Source: an optimization exercise on an open RTL-to-GDS flow (aim: small area). Production flows keep margins and buffers that such runs may drop. In this exercise RTL edits were held to simulation tests only and were not proved equivalent to the original. Power figures rest on the tool's default switching activity, not on a simulated workload.

==> run.sh <==
#!/bin/bash
# synth_recipe.tcl (not shown) runs the flow's synth.tcl, then flattens the netlist and writes it again
# the make line also repeats each setting of config.mk as NAME=value (left out here)
make -C /OpenROAD-flow-scripts/flow DESIGN_CONFIG=/design/flow/config.mk WORK_HOME=/design/flow/orfs CLKGATE_MAP_FILE= SYNTH_SCRIPT=/design/flow/synth_recipe.tcl finish
==> config.mk <==
export PLATFORM = sky130hd
export DESIGN_NAME = apb_slave_mem
export DESIGN_NICKNAME = apb_slave_mem
export VERILOG_FILES = /design/flow/design.v
export SDC_FILE = /design/flow/constraint.sdc
export NUM_CORES = 8
export LEC_CHECK = 0
export CAP_MARGIN = 20
export CORE_MARGIN = 2
export CORE_UTILIZATION = 35
export PLACE_DENSITY = 0.42
export SLEW_MARGIN = 20
==> constraint.sdc <==
create_clock -name core_clock -period 6.0 [get_ports {PCLK}]
set_input_delay 1.2000 -clock core_clock [delete_from_list [all_inputs] [get_ports {PCLK}]]
set_output_delay 1.2000 -clock core_clock [all_outputs]
set_load 0.01 [all_outputs]
==> design.v <==
`default_nettype none
package apb_slave_pkg;
    localparam int ADDR_W     = 10;
    localparam int DATA_W     = 32;
    localparam int WORD_BYTES = DATA_W / 8;
    typedef logic [ADDR_W-1:0] addr_t;
    typedef logic [DATA_W-1:0] data_t;
    localparam int MEM_BYTES = 512;
    localparam int MEM_AW    = $clog2(MEM_BYTES);
    localparam addr_t FUNC_BASE = 10'h200;
    localparam logic [7:0] FUNC_ERR_OFS   = 8'd0;
    localparam logic [7:0] FUNC_WAIT_OFS  = 8'd4;
    localparam logic [7:0] FUNC_LADDR_OFS = 8'd44;
    localparam logic [7:0] FUNC_LDATA_OFS = 8'd48;
    localparam int WAIT_W = 8;
    typedef struct packed {
        logic [23:0] rsvd;
        logic [7:0]  count;
    } func_err_t;
    typedef struct packed {
        logic [23:0]       rsvd;
        logic [WAIT_W-1:0] cycles;
    } func_wait_t;
    typedef union packed {
        func_err_t  err_view;
        func_wait_t wait_view;
    } func_word_u;
endpackage
`default_nettype wire
`timescale 1ns/10ps
`default_nettype none
module apb_access_decode (
    input  logic                             PCLK,
    input  logic                             PRESETN,
    input  logic                             psel,
    input  logic                             penable,
    input  logic                             pwrite,
    input  apb_slave_pkg::addr_t             paddr,
    input  logic [apb_slave_pkg::WAIT_W-1:0] wait_cycles,
    output logic                             pready,
    output logic                             issue,
    output logic                             mem_wr,
    output logic                             func_wr,
    output logic                             rd_capture,
    output logic                             rd_func,
    output apb_slave_pkg::addr_t             word_addr,
    output logic [7:0]                       func_ofs
);
    localparam int ADDR_W_L = apb_slave_pkg::ADDR_W;
    localparam int WAIT_W_L = apb_slave_pkg::WAIT_W;
    logic              setup_ph;
    logic              access_ph;
    logic              complete;
    logic              is_mem;
    logic              is_func;
    logic [apb_slave_pkg::WAIT_W-1:0] wait_cnt_q;
    assign setup_ph  = psel & ~penable;
    assign access_ph = psel & penable;
    assign word_addr = {paddr[apb_slave_pkg::ADDR_W-1:2], 2'b00};
    assign func_ofs  = word_addr[7:0];
    assign is_mem  = (word_addr < ADDR_W_L'(apb_slave_pkg::MEM_BYTES));
    assign is_func = (word_addr[apb_slave_pkg::ADDR_W-1:8] == apb_slave_pkg::FUNC_BASE[apb_slave_pkg::ADDR_W-1:8]);
    assign rd_func = is_func;
    assign issue = (setup_ph & (wait_cycles == '0))
                 | (access_ph & ~pready & (wait_cnt_q == '0));
    always_ff @(posedge PCLK or negedge PRESETN)
    begin
        if (!PRESETN)
        begin
            wait_cnt_q <= '0;
            pready     <= 1'b0;
        end
        else
        begin
            pready <= issue;
            if (setup_ph)
            begin
                wait_cnt_q <= wait_cycles - WAIT_W_L'(1);
            end
            else if (access_ph && (wait_cnt_q != '0))
            begin
                wait_cnt_q <= wait_cnt_q - WAIT_W_L'(1);
            end
        end
    end
    assign complete   = access_ph & pready;
    assign mem_wr     = complete & pwrite & is_mem;
    assign func_wr    = complete & pwrite & is_func;
    assign rd_capture = issue & ~pwrite & (is_mem | is_func);
endmodule
`default_nettype wire
`timescale 1ns/10ps
`default_nettype none
module apb_mem_execute (
    input  logic                 PCLK,
    input  logic                 PRESETN,
    input  logic                 mem_wr,
    input  apb_slave_pkg::addr_t word_addr,
    input  apb_slave_pkg::data_t pwdata,
    input  logic                 ext_en,
    input  logic                 ext_wr,
    input  logic                 ext_rd,
    input  apb_slave_pkg::addr_t ext_addr,
    input  apb_slave_pkg::data_t ext_wdata,
    output apb_slave_pkg::data_t mem_rdata,
    output apb_slave_pkg::data_t ext_rdata
);
    localparam int ADDR_W_L = apb_slave_pkg::ADDR_W;
    localparam int MEM_AW_L = apb_slave_pkg::MEM_AW;
    logic [7:0]        mem_q [apb_slave_pkg::MEM_BYTES];
    logic [apb_slave_pkg::MEM_AW-1:0] apb_base;
    logic [apb_slave_pkg::MEM_AW-1:0] ext_base;
    logic              ext_in_mem;
    assign apb_base   = {word_addr[apb_slave_pkg::MEM_AW-1:2], 2'b00};
    assign ext_base   = {ext_addr[apb_slave_pkg::MEM_AW-1:2], 2'b00};
    assign ext_in_mem = (ext_addr < ADDR_W_L'(apb_slave_pkg::MEM_BYTES));
    function automatic logic [apb_slave_pkg::DATA_W-1:0] read_word(input logic [apb_slave_pkg::MEM_AW-1:0] base);
        logic [apb_slave_pkg::DATA_W-1:0] word;
        for (int i = 0; i < apb_slave_pkg::WORD_BYTES; i++)
        begin
            word[8*i +: 8] = mem_q[base + MEM_AW_L'(i)];
        end
        read_word = word;
    endfunction
    always_ff @(posedge PCLK)
    begin
        if (mem_wr)
        begin
            for (int i = 0; i < apb_slave_pkg::WORD_BYTES; i++)
            begin
                mem_q[apb_base + MEM_AW_L'(i)] <= pwdata[8*i +: 8];
            end
        end
        if (ext_en && ext_wr && ext_in_mem)
        begin
            for (int i = 0; i < apb_slave_pkg::WORD_BYTES; i++)
            begin
                mem_q[ext_base + MEM_AW_L'(i)] <= ext_wdata[8*i +: 8];
            end
        end
    end
    assign mem_rdata = read_word(apb_base);
    always_ff @(posedge PCLK or negedge PRESETN)
    begin
        if (!PRESETN)
        begin
            ext_rdata <= '0;
        end
        else if (ext_en && ext_rd && ext_in_mem)
        begin
            ext_rdata <= read_word(ext_base);
        end
        else
        begin
            ext_rdata <= '0;
        end
    end
endmodule
`default_nettype wire
`timescale 1ns/10ps
`default_nettype none
module apb_func_regs (
    input  logic                             PCLK,
    input  logic                             PRESETN,
    input  logic                             func_wr,
    input  logic                             mem_wr,
    input  logic                             rd_capture,
    input  logic                             rd_func,
    input  logic                             issue,
    input  logic [7:0]                       func_ofs,
    input  apb_slave_pkg::addr_t             word_addr,
    input  apb_slave_pkg::data_t             pwdata,
    input  apb_slave_pkg::data_t             mem_rdata,
    output logic [apb_slave_pkg::WAIT_W-1:0] wait_cycles,
    output logic                             err_fire,
    output apb_slave_pkg::data_t             func_rdata
);
    localparam int DATA_W_L = apb_slave_pkg::DATA_W;
    apb_slave_pkg::func_word_u        wdata_u;
    logic              err_armed_q;
    logic [7:0]        err_cnt_q;
    logic [apb_slave_pkg::WAIT_W-1:0] wait_q;
    apb_slave_pkg::addr_t             last_addr_q;
    apb_slave_pkg::data_t             last_data_q;
    assign wdata_u     = pwdata;
    assign wait_cycles = wait_q;
    assign err_fire = err_armed_q & (err_cnt_q <= 8'd1);
    always_ff @(posedge PCLK or negedge PRESETN)
    begin
        if (!PRESETN)
        begin
            err_armed_q <= 1'b0;
            err_cnt_q   <= '0;
            wait_q      <= '0;
        end
        else
        begin
            if (func_wr && (func_ofs == apb_slave_pkg::FUNC_ERR_OFS))
            begin
                err_armed_q <= 1'b1;
                err_cnt_q   <= wdata_u.err_view.count;
            end
            else if (issue && err_armed_q)
            begin
                if (err_cnt_q <= 8'd1)
                    err_armed_q <= 1'b0;
                else
                    err_cnt_q <= err_cnt_q - 8'd1;
            end
            if (func_wr && (func_ofs == apb_slave_pkg::FUNC_WAIT_OFS))
            begin
                wait_q <= wdata_u.wait_view.cycles;
            end
        end
    end
    always_ff @(posedge PCLK)
    begin
        if (mem_wr)
        begin
            last_addr_q <= word_addr;
            last_data_q <= pwdata;
        end
        else if (rd_capture && !rd_func)
        begin
            last_addr_q <= word_addr;
            last_data_q <= mem_rdata;
        end
    end
    always_comb
    begin
        case (func_ofs)
            apb_slave_pkg::FUNC_LADDR_OFS : func_rdata = DATA_W_L'(last_addr_q);
            apb_slave_pkg::FUNC_LDATA_OFS : func_rdata = last_data_q;
            default        : func_rdata = '0;
        endcase
    end
endmodule
`default_nettype wire
`timescale 1ns/10ps
`default_nettype none
module apb_read_result (
    input  logic                 PCLK,
    input  logic                 PRESETN,
    input  logic                 issue,
    input  logic                 rd_capture,
    input  logic                 rd_func,
    input  logic                 penable,
    input  logic                 pready,
    input  logic                 err_fire,
    input  apb_slave_pkg::data_t mem_rdata,
    input  apb_slave_pkg::data_t func_rdata,
    output apb_slave_pkg::data_t prdata,
    output logic                 pslverr
);
    apb_slave_pkg::data_t prdata_q;
    always_ff @(posedge PCLK or negedge PRESETN)
    begin
        if (!PRESETN)
            pslverr <= 1'b0;
        else
            pslverr <= issue & err_fire;
    end
    always_ff @(posedge PCLK)
    begin
        if (issue)
        begin
            if (rd_capture)
                prdata_q <= rd_func ? func_rdata : mem_rdata;
            else
                prdata_q <= '0;
        end
    end
    assign prdata = penable ? prdata_q : '0;
endmodule
`default_nettype wire
`timescale 1ns/10ps
`default_nettype none
module apb_slave_mem (
    input  logic                 PCLK,
    input  logic                 PRESETN,
    input  logic                 psel,
    input  logic                 penable,
    input  logic                 pwrite,
    input  apb_slave_pkg::addr_t paddr,
    input  apb_slave_pkg::data_t pwdata,
    output apb_slave_pkg::data_t prdata,
    output logic                 pready,
    output logic                 pslverr,
    input  logic                 ext_en,
    input  logic                 ext_wr,
    input  logic                 ext_rd,
    input  apb_slave_pkg::addr_t ext_addr,
    input  apb_slave_pkg::data_t ext_wdata,
    output apb_slave_pkg::data_t ext_rdata
);
    logic              issue;
    logic              mem_wr;
    logic              func_wr;
    logic              rd_capture;
    logic              rd_func;
    apb_slave_pkg::addr_t             word_addr;
    logic [7:0]        func_ofs;
    logic [apb_slave_pkg::WAIT_W-1:0] wait_cycles;
    logic              err_fire;
    apb_slave_pkg::data_t             mem_rdata;
    apb_slave_pkg::data_t             func_rdata;
    apb_access_decode decode_i (
        .PCLK        (PCLK),
        .PRESETN     (PRESETN),
        .psel        (psel),
        .penable     (penable),
        .pwrite      (pwrite),
        .paddr       (paddr),
        .wait_cycles (wait_cycles),
        .pready      (pready),
        .issue       (issue),
        .mem_wr      (mem_wr),
        .func_wr     (func_wr),
        .rd_capture  (rd_capture),
        .rd_func     (rd_func),
        .word_addr   (word_addr),
        .func_ofs    (func_ofs)
    );
    apb_mem_execute mem_i (
        .PCLK      (PCLK),
        .PRESETN   (PRESETN),
        .mem_wr    (mem_wr),
        .word_addr (word_addr),
        .pwdata    (pwdata),
        .ext_en    (ext_en),
        .ext_wr    (ext_wr),
        .ext_rd    (ext_rd),
        .ext_addr  (ext_addr),
        .ext_wdata (ext_wdata),
        .mem_rdata (mem_rdata),
        .ext_rdata (ext_rdata)
    );
    apb_func_regs regs_i (
        .PCLK        (PCLK),
        .PRESETN     (PRESETN),
        .func_wr     (func_wr),
        .mem_wr      (mem_wr),
        .rd_capture  (rd_capture),
        .rd_func     (rd_func),
        .issue       (issue),
        .func_ofs    (func_ofs),
        .word_addr   (word_addr),
        .pwdata      (pwdata),
        .mem_rdata   (mem_rdata),
        .wait_cycles (wait_cycles),
        .err_fire    (err_fire),
        .func_rdata  (func_rdata)
    );
    apb_read_result result_i (
        .PCLK       (PCLK),
        .PRESETN    (PRESETN),
        .issue      (issue),
        .rd_capture (rd_capture),
        .rd_func    (rd_func),
        .penable    (penable),
        .pready     (pready),
        .err_fire   (err_fire),
        .mem_rdata  (mem_rdata),
        .func_rdata (func_rdata),
        .prdata     (prdata),
        .pslverr    (pslverr)
    );
endmodule
`default_nettype wire
==> flow_metrics.env <==
export IMPL_status="timing/DRC/antenna clean"
export IMPL_synth_top_family_by_area="multiplexers"
export IMPL_post_route_period_util=0.974
export IMPL_syn_to_final_growth_pct=18.2
export IMPL_clk_latency_ns=1.21
export IMPL_start_util=0.351
export IMPL_routed_top_layer="met5"
export IMPL_globalplace_congestion=1.13
export IMPL_numCtsBuffers=542
export IMPL_wirelength_um=1730000
export IMPL_port_buffers=153
export IMPL_ys_seq_area_frac=0.519
export IMPL_synthDistinctLibCells=77
export IMPL_stdcell_area_um2=288000
export IMPL_wl_met2_um=709000
export IMPL_drtIter0Drc=39600
export IMPL_dr_pass1_iters=7
export IMPL_multi_input_area_um2=112000
export IMPL_clockBufferDepth=4
export IMPL_wire_per_inst_um=67.5
export IMPL_finalCriticalPeriod_ns=5.85
export IMPL_grt_overflow=0
export IMPL_startpoint_type="input port"
export IMPL_hpwl_um=1270000
export IMPL_required_ns=6.90
export IMPL_fp_row_count=306
export IMPL_register_area_um2=127000
export IMPL_place_area_um2=270000
export IMPL_yosys_warnings=4
export IMPL_syn_area_per_cell_um2=16.1
export IMPL_ys_seq_elements=4227
export IMPL_tightest_slew_ns=1.42
export IMPL_powerDensity_nw_per_um2=267
export IMPL_r2r_end="regs_i.last_data_q[29]"
export IMPL_hold_ws_ns=0.112
export IMPL_drc=0
export IMPL_ir_drop_mv=0.342
export IMPL_netlist_instances=15100
export IMPL_netlist_area_um2=244000
export IMPL_ioPinCount=158
export IMPL_route_met3_wl_um=232000
export IMPL_slew_viol_final=0
export IMPL_antenna_left=0
export IMPL_rr_worst_depth=10
export IMPL_rsz0062_at_grt="no"
export IMPL_clk_pin_slew_ns=0.06
export IMPL_die_y_um=839
export IMPL_critPathKind="in2reg"
export IMPL_grt_pass1_vias=169000
export IMPL_worstPathMaxFanout=33
export IMPL_timing_rr_start="mem_i.mem_q[363][5]"
export IMPL_yosys_area_top_type="edfxtp_1"
export IMPL_syn_num_nets=15200
export IMPL_synth_edf_count=4168
export IMPL_nNetsFinal=15800
export IMPL_hold_buffers=0
export IMPL_postCtsSetupRepairBufs=0
export IMPL_skew_ns=0.0839
export IMPL_synth_compound_area_frac=0.0360
export IMPL_synth_area_mux_share=0.386
export IMPL_wl_met1_um=619000
export IMPL_vias=186000
export IMPL_drive_gt1_frac=0.575
export IMPL_ys_top_cells_by_count="edfxtp_1, mux2_2, mux4_2"
export IMPL_synth_fa_ha_area_frac=0.000154
export IMPL_cts_sinks=4227
export IMPL_cp_end_kind="flop"
export IMPL_ff2ff_setup_slack_ns=1.05
export IMPL_antenna_found_initial=459
export IMPL_die_area_um2=704000
export IMPL_synth_top_flop_cell="edfxtp_1"
export IMPL_synthXorXnorAreaFrac=0.000251
export IMPL_total_power_uw=76900
export IMPL_fmax_ghz=0.171
export IMPL_max_cap_viol_count=0
export IMPL_core_area_um2=695000
export IMPL_cts_resized=0
export IMPL_grt_max_degree=98
export IMPL_netlist_area_leader_share=0.513
export IMPL_hold_violations=0
export IMPL_utilization=0.415
export IMPL_hp_class="in2async"
export IMPL_cts_tree="yes"
export IMPL_synthArstFlopShare=0.0140
export IMPL_synth_area_leaders="edfxtp_1, mux2_2, mux4_2"
export IMPL_setup_viol=0
export IMPL_htree_levels=6
export IMPL_slew_limit_headroom=0.0503
export IMPL_grt_pass1_wl_um=2120000
export IMPL_power_leakage_uw=0.0930
export IMPL_yosys_area_share_simple=0.0236
export IMPL_die_w_um=839
export IMPL_via_per_inst=7.24
export IMPL_synth_most_common_cell="edfxtp_1"
export IMPL_grtUsageTotal=0.480
export IMPL_arrival_ns=6.75
export IMPL_clock_root_buffer="clkbuf_16"
export IMPL_fillers=62800
-- flip-flops by register name (all words and copies together), names as in the netlist --
register,cells
regs_i.last_data_q,32
regs_i.wait_q,8
decode_i.pready,1
result_i.pslverr,1
regs_i.err_cnt_q,8
result_i.prdata_q,32
decode_i.wait_cnt_q,8
regs_i.err_armed_q,1
mem_i.mem_q,4096
mem_i.ext_rdata,32
regs_i.last_addr_q,8
-- logic make-up (layout without fill, tap and decap cells) --
logic type	count (synthesis)	count (layout)
compound gates	1245	1245
xor+xnor	7	7
fa+ha+maj	3	3
buf+inv	2055	3026
flops	4227	4227
mux	6383	6383
other cells	0	321
simple gates	1201	1201
-- final cells by class --
cell class	count	share of cell area
tap	9240	0.0401
timing repair buffer	2045	0.0705
sequential	4227	0.439
antenna	321	0.00279
clock inverter	275	0.00969
inverter	13	0.000221
multi-input combinational	8839	0.388
clock buffer	693	0.0498
-- worst max-delay path by stage --
stage / slack, ns / from / end
floorplan: 0.18 / paddr[3] / mem_i.mem_q[300][0]
global placement: -1.13 / paddr[7] / regs_i.last_data_q[29]
detailed placement: -0.65 / paddr[2] / regs_i.last_data_q[29]
CTS: 0.55 / paddr[2] / regs_i.last_data_q[29]
global route: 0.52 / paddr[2] / regs_i.last_data_q[29]
finish: 0.15 / paddr[2] / regs_i.last_data_q[29]
-- through the flow --
stage                     setup WS, ns  cells  TNS [ns]
after floorplan                  0.176  15100         0
after global placement           -1.13  24300    -17.86
after detailed placement        -0.645  24400     -3.04
after CTS                        0.552  25300         0
after global routing             0.523  25400         0
final                            0.154  25700         0
-- power by group --
| group | switching, uW | internal, uW |
|---|---|---|
| Combinational | 7860 | 3520 |
| Clock | 14700 | 18300 |
| Sequential | 85.9 | 32500 |
-- worst max-delay path, cell delays in order --
cell and delay [ns]:
buf_16 0.32, buf_4 0.43, mux4_2 0.68, a22oi_1 0.95
buf_4 0.26, nand4_1 0.12, buf_4 0.22, nor4_1 0.56
buf_4 0.22, nand4_1 0.58, buf_4 0.40, mux2_2 0.26
-- routing by layer --
layer	up-vias	global-route usage
met1	101000	0.592
li1	63600	-
met5	-	0
met4	109	0.377
met3	3690	0.187
met2	17500	0.669
-- placed cells by master, fill, tap and decap left out, drive strengths merged, types with 110 or more instances in the layout --
master and count:
a21oi 151, nand4 143, nor2 216, edfxtp 4168
buf 1970, mux2 4136, nand3 110, o21ai 114
clkbuf 694, diode 321, clkinv 221, mux4 1998
mux2i 249, a22oi 591, nand2 448

-- what the ideal ports hide --
No port has a modelled driver above. Below, the same layout with a new extraction and two added sets of constraints. Step 1, drivers: a clkbuf_16 drives PCLK and a buf_2 each remaining input, both assumed. Step 2 moves the port delays by t, midway between the first and last clock arrival at a register: inputs arrive t later, outputs are due t later. That takes back most of the time a late clock gives input paths. Three values: ideal, step 1, step 2; two values: the first two.
shift t [ns]: 1.313
setup slack, ns: 0.154 / 0.210 / -1.103
hold WS [ns]: 0.112 / -0.007 / 0.548
slew at the worst register clock pin (ns): 0.07 / 0.07
worst data-port slew with drivers (ns): 0.19
Met with ideal ports but missed after step 2: setup timing in this run. For this run, drivers alone change the setup slack by +0.056 ns; drivers and shift together by -1.257 ns.
